This design comes from an exercise in tuning for small area and a short achievable clock period on the open sky130 flow, not from production work. Function was checked by simulation only, so behaviour that the tests miss may differ from the original. Power and IR drop assume default switching activity.

Setup of the reference run:
Design rdmx_control, start of the top module:
module rdmx_control (
    input  logic                        clk,
    input  logic                        resetn,
    input  logic [40:0]                 reg_wr,
    output logic                        wr_done,
    output logic [1:0]                  wr_resp,
    input  logic [8:0]                  reg_rd_req,
    output logic [34:0]                 reg_rd,
    input  logic [2:0]                  events,
    input  logic [1:0]                  overflow,
    input  logic [2:0]                  async_status,
    input  logic [514:0]                stream,
    output logic [127:0]                pci,
    output logic                        loopback,
    output logic                        pause_pci,
    output logic                        resetn_out
);
Size in the first run: about 17000 um2 of cells after synthesis.
Settings: LEC_CHECK=0, CAP_MARGIN=20, CORE_MARGIN=2, CORE_UTILIZATION=40, CTS_BUF_LIST=sky130_fd_sc_hd__clkbuf_8, CTS_CLUSTER_DIAMETER=60, CTS_CLUSTER_SIZE=14, SETUP_SLACK_MARGIN=2.8, SLEW_MARGIN=20, SYNTH_HIERARCHICAL=1, SYNTH_MINIMUM_KEEP_SIZE=0; clock period 5.0 ns.
standard.sh (not shown) runs the stock make flow with config.mk's settings and CLKGATE_MAP_FILE= SYNTH_SCRIPT=/design/flow/synth_recipe.tcl, a recipe that flattens the netlist after the stock synthesis.
==> flow/flow/run.sh <==
#!/bin/bash
# Standard layout, with every port buffered by the smallest buffer
# instead of the resizer's default pick (a delay cell on sky130hd).
set -euo pipefail
export BUFFER_PORTS_ARGS="-buffer_cell sky130_fd_sc_hd__buf_1"
bash standard.sh > standard_flow.log 2>&1
The reference run finished every step from synthesis to the final layout, and the layout passed the timing, DRC and antenna checks.
Relative to the reference run, the following input files were edited for the trial run:
- SETUP_SLACK_MARGIN: 2.8 -> 2.72
- GPL_TIMING_DRIVEN: unset -> 0
==> flow/flow/run.sh <==
#!/bin/bash
# Standard layout, with every port buffered by the smallest buffer
# instead of the resizer's default pick (a delay cell on sky130hd), and
# clock tree synthesis without dummy load cells.
set -euo pipefail
export BUFFER_PORTS_ARGS="-buffer_cell sky130_fd_sc_hd__buf_1"
export CTS_ARGS="-sink_clustering_enable -repair_clock_nets -buf_list sky130_fd_sc_hd__clkbuf_8 -sink_clustering_size 14 -sink_clustering_max_diameter 60 -dont_use_dummy_load"
bash standard.sh > standard_flow.log 2>&1
Relative to the reference run, number of antenna violations at the first check in global routing has gone down in the trial run. The trial run completed; timing, DRC and antenna clean. The trial run ended with less setup slack on the worst flop-to-flop path than the reference run. In the trial run, met3 demand-to-capacity share in global routing is higher than in the reference run. Diff the reference run -> the trial run | non-filler instance count after layout | decrease of 42. The reference run leaves more setup margin than the trial run.

* * *

== before ==
Another version of the RTL of rdmx_control (not shown whole).
Size in the first run: roughly 1700 cells after synthesis, ~740 I/O pins, ~17000 um2 of cells after synthesis.
==> flow/config.mk <==
export PLATFORM = sky130hd
export DESIGN_NAME = rdmx_control
export DESIGN_NICKNAME = rdmx_control
export VERILOG_FILES = /design/flow/design.v
export SDC_FILE = /design/flow/constraint.sdc
export NUM_CORES = 4
export LEC_CHECK = 0
export CAP_MARGIN = 20
export CORE_MARGIN = 2
export CORE_UTILIZATION = 40
export CTS_BUF_LIST = sky130_fd_sc_hd__clkbuf_8
export CTS_CLUSTER_DIAMETER = 60
export CTS_CLUSTER_SIZE = 14
export SETUP_SLACK_MARGIN = 2.7
export SLEW_MARGIN = 20
export SYNTH_HIERARCHICAL = 1
export SYNTH_MINIMUM_KEEP_SIZE = 0
==> flow/constraint.sdc <==
create_clock -name core_clock -period 5.0 [get_ports {clk}]
set_input_delay 1.0000 -clock core_clock [delete_from_list [all_inputs] [get_ports {clk}]]
set_output_delay 1.0000 -clock core_clock [all_outputs]
set_load 0.01 [all_outputs]
==> flow/flow/run.sh <==
#!/bin/bash
# Standard layout, with every port buffered by the smallest buffer
# instead of the resizer's default pick (a delay cell on sky130hd), and
# the resetn input placed next to the resetn_out output it feeds.
set -euo pipefail
export BUFFER_PORTS_ARGS="-buffer_cell sky130_fd_sc_hd__buf_1"
export PLACE_PINS_ARGS="-group_pins {resetn resetn_out}"
bash standard.sh > standard_flow.log 2>&1
The following lists how after was set up differently from before:
- swapping 2.7 for 2.65 in SETUP_SLACK_MARGIN
==> flow/flow/run.sh <==
#!/bin/bash
# Standard layout, with every port buffered by the smallest buffer
# instead of the resizer's default pick (a delay cell on sky130hd).
set -euo pipefail
export BUFFER_PORTS_ARGS="-buffer_cell sky130_fd_sc_hd__buf_1"
bash standard.sh > standard_flow.log 2>&1
Results
- Diff before..after | sequential cell count | negligible
- after does worse than before on overall power.
- First-pass GRT wire length, after and before: lower on before
- Comparing after and before, the lower synthesis-to-layout area growth was measured on before.
- Re worst setup slack before clock tree synthesis: after and before aren't equal, and the lower value belongs to before.
- In the reports for after and before, the smaller relative contribution of the clock network to total power belongs to before.

* * *

## build 40
Another version of the RTL of rdmx_control (not shown whole).
For scale: about 1700 cells after synthesis, roughly 17000 sq um of cells after synthesis.
==> flow/design.v (excerpt) <==
module rdmx_control (
    input  logic                        clk,
    input  logic                        resetn,
    input  logic [40:0]                 reg_wr,
    output logic                        wr_done,
    output logic [1:0]                  wr_resp,
    input  logic [8:0]                  reg_rd_req,
    output logic [34:0]                 reg_rd,
    input  logic [2:0]                  events,
    input  logic [1:0]                  overflow,
    input  logic [2:0]                  async_status,
    input  logic [514:0]                stream,
    output logic [127:0]                pci,
    output logic                        loopback,
    output logic                        pause_pci,
    output logic                        resetn_out
);
export LEC_CHECK = 0
export CAP_MARGIN = 20
export CORE_MARGIN = 2
export CORE_UTILIZATION = 40
export CTS_BUF_LIST = sky130_fd_sc_hd__clkbuf_16
export CTS_CLUSTER_DIAMETER = 90
export CTS_CLUSTER_SIZE = 30
export SETUP_SLACK_MARGIN = 2.7
export SLEW_MARGIN = 20
export SYNTH_HIERARCHICAL = 1
export SYNTH_MINIMUM_KEEP_SIZE = 0
create_clock -name core_clock -period 5.0 [get_ports {clk}]
==> flow/flow/run.sh <==
#!/bin/bash
# Standard layout, with every port buffered by the smallest buffer
# instead of the resizer's default pick (a delay cell on sky130hd).
set -euo pipefail
export BUFFER_PORTS_ARGS="-buffer_cell sky130_fd_sc_hd__buf_1"
bash standard.sh > standard_flow.log 2>&1
Relative to build 40, the following input files were edited for build 59:
Settings: CTS_BUF_LIST changed from sky130_fd_sc_hd__clkbuf_16 to sky130_fd_sc_hd__clkbuf_8; CTS_CLUSTER_SIZE changed from 30 to 14; CTS_CLUSTER_DIAMETER changed from 90 to 60; TNS_END_PERCENT newly set to 0.
Results
Looking at slowest cell on the critical path, the nor2b_4 result is from build 40; the nor2_4 one comes from build 59.
Proportion of final cell area spent on non-clock buffers: build 59 < build 40
reg_rd_req[4] as the startpoint of the most critical setup path was reported by build 59, and resetn by build 40.
Initial antenna violation count: build 59 and build 40 compared, lower one is build 40
Build 59 vs. build 40: wire length on met1 dropped about 4.4%, post-synthesis to final-layout area growth dropped 2.5 points.
--- input diff build 59..build 70 ---
Settings: a change of CTS_CLUSTER_SIZE from 14 to 10; a change of CTS_BUF_LIST from sky130_fd_sc_hd__clkbuf_8 to sky130_fd_sc_hd__clkbuf_4; a deleted TNS_END_PERCENT that had been 0; a change of CTS_CLUSTER_DIAMETER from 60 to 50.
Results
resetn_out as the worst setup path endpoint was reported by build 70, and u_read_mux.rd_data[16] by build 59.
Per the comparison of build 70 with build 59, number of remaining DRC errors was more or less identical; share of the clock period used by the worst path went down 0.58 points; setup slack higher; number of detailed-route iterations in the first pass climbed 1.
The per-cell routed wire length of build 70 exceeds that of build 59 by 1.3%.
Number of standard cells after synthesis: build 59 vs build 70 — no meaningful difference
after synthesis and placement, the instance count of build 70 is above that of build 59.
Cmp build 59 and build 70 / hold slack / lower: build 70
Looking only at critical path depth, and setting everything else aside, the higher value of build 59 and build 70 goes to build 59.
--- input diff build 70..build 45 ---
Settings: CTS_CLUSTER_SIZE changed from 10 to 14; CTS_CLUSTER_DIAMETER changed from 50 to 60; CTS_BUF_LIST changed from sky130_fd_sc_hd__clkbuf_4 to sky130_fd_sc_hd__clkbuf_8.
## What came out
Of the two values seen for class of the tightest hold or removal check, primary input to flip-flop was produced by build 70 and flip-flop to flip-flop by build 45. The lower clock skew after layout of build 70 and build 45 is in build 70. Clock transition at the registers of the reported paths: higher on build 70. Diff build 70 -> build 45: setup slack rose by 110 ps; core occupancy in the finished layout fell by 4.5 points; arrival time reported for the critical path endpoint fell by 120 ps; area overhead of the layout relative to synthesis fell by 11 points; power of the clock network rose by about 3%. Weighted congestion reported at the end of routability-driven placement essentially unchanged between build 70 and build 45. Largest stage delay on the critical path: build 70 and build 45 compared, higher one is build 70. The higher fraction of final layout cells sized beyond drive strength 1 of build 70 and build 45 is in build 70. Between build 45 and build 70, the total number of multi-input combinational cells figures differ only marginally.
What build 51 does differently from build 45 at the input level:
Settings: an added PLACE_DENSITY of 0.45.
[summary]
From build 45 to build 51 the numbers moved as follows: maximum net fanout on the critical path rose by 7; worst-case clock skew moved down; share of total power in combinational logic up 0.3 points; cell internal power dissipation went down by about 2.5%.
Combinational power delta (build 51 -> build 45): insignificant
[build 51 vs build 45] non-clock buffer count: higher in build 51
[build 51] global-route wire length before repair rose about 2.7% relative to build 45
| fraction of area in registers | build 45 vs build 51 | ≈ equal |
Relative to build 45, number of buffers inserted during clock tree synthesis has gone down in build 51.
Build 51: clock-buffer cell count about 7% above build 45
Against build 45, build 51 reports a peak clock frequency supported by timing that is lower.
--- input diff build 51..build 38 ---
Settings: PLACE_DENSITY: 0.45 -> 0.8.
Findings:
Relative to build 51, area added between synthesis and finish has increased by 0.68 points in build 38.
Relative to build 51, the count of clock-net buffers in the final layout measured on build 38 has decreased by a few percent.
Diff build 51 -> build 38: total inserted antenna cells picked up an extra 1, cell count went up 24, final clock period utilization by the worst path roughly the same.
Build 38 against build 51; count of buffers added by post-CTS timing repair for setup is up by more than a quarter.
The total wirelength of the detailed-routed design of build 38 falls short of that of build 51 by about 3.6%.
The clock network fraction of total power reported for build 38 is smaller than that of build 51 by 1.0 points.
Summary of build 38 over build 51: setup slack rose 6.2 ps, worst-case headroom to the max-slew limit fell 2.3 points.

-- re-timing with driven ports --
The results above use ideal ports. As a check the final layouts listed here were re-extracted and re-timed, cells and wires unchanged. Step 1: set_driving_cell puts a clkbuf_16 on clk and a buf_2 on each other input, an assumption about the parent block. Step 2 adds t to the input delays and takes it off the output delays; t is the mean of the earliest and latest rising clock arrival at the registers after step 1. Input paths then give back, and output paths get back, about the clock's delay inside the block. Three values: ideal ports, drivers, drivers and shift; two values: the first two.
| run | t (ns) | setup WS [ns] | hold slack, ns | worst register clock-pin slew, ns | worst data-port slew with drivers (ns) |
|---|---|---|---|---|---|
| the reference run | 0.670 | 2.676 / 2.641 / 2.097 | 0.334 / 0.334 / 0.334 | 0.10 / 0.10 | 0.21 |
| the trial run | 0.643 | 2.568 / 2.530 / 2.118 | 0.321 / 0.321 / 0.321 | 0.10 / 0.10 | 0.21 |
| before | 0.657 | 2.586 / 2.499 / 2.025 | 0.334 / 0.334 / 0.334 | 0.10 / 0.10 | 0.09 |
| after | 0.664 | 2.666 / 2.620 / 2.042 | 0.329 / 0.329 / 0.329 | 0.10 / 0.10 | 0.07 |
| build 40 | 0.593 | 2.635 / 2.566 / 2.162 | 0.321 / 0.321 / 0.321 | 0.12 / 0.12 | 0.10 |
| build 59 | 0.657 | 2.503 / 2.515 / 1.872 | 0.337 / 0.337 / 0.337 | 0.10 / 0.10 | 0.10 |
| build 70 | 0.858 | 2.532 / 2.499 / 1.740 | 0.277 / 0.246 / 0.321 | 0.12 / 0.12 | 0.09 |
| build 45 | 0.679 | 2.647 / 2.588 / 2.052 | 0.336 / 0.336 / 0.336 | 0.10 / 0.10 | 0.09 |
| build 51 | 0.662 | 2.558 / 2.518 / 2.096 | 0.336 / 0.336 / 0.336 | 0.10 / 0.10 | 0.07 |
| build 38 | 0.651 | 2.564 / 2.505 / 2.028 | 0.317 / 0.317 / 0.317 | 0.10 / 0.10 | 0.10 |
After both steps setup and hold are still met in every run listed. The setup slack of build 70, which loses most, moves by -0.033 ns with the drivers and by -0.792 ns with both steps.
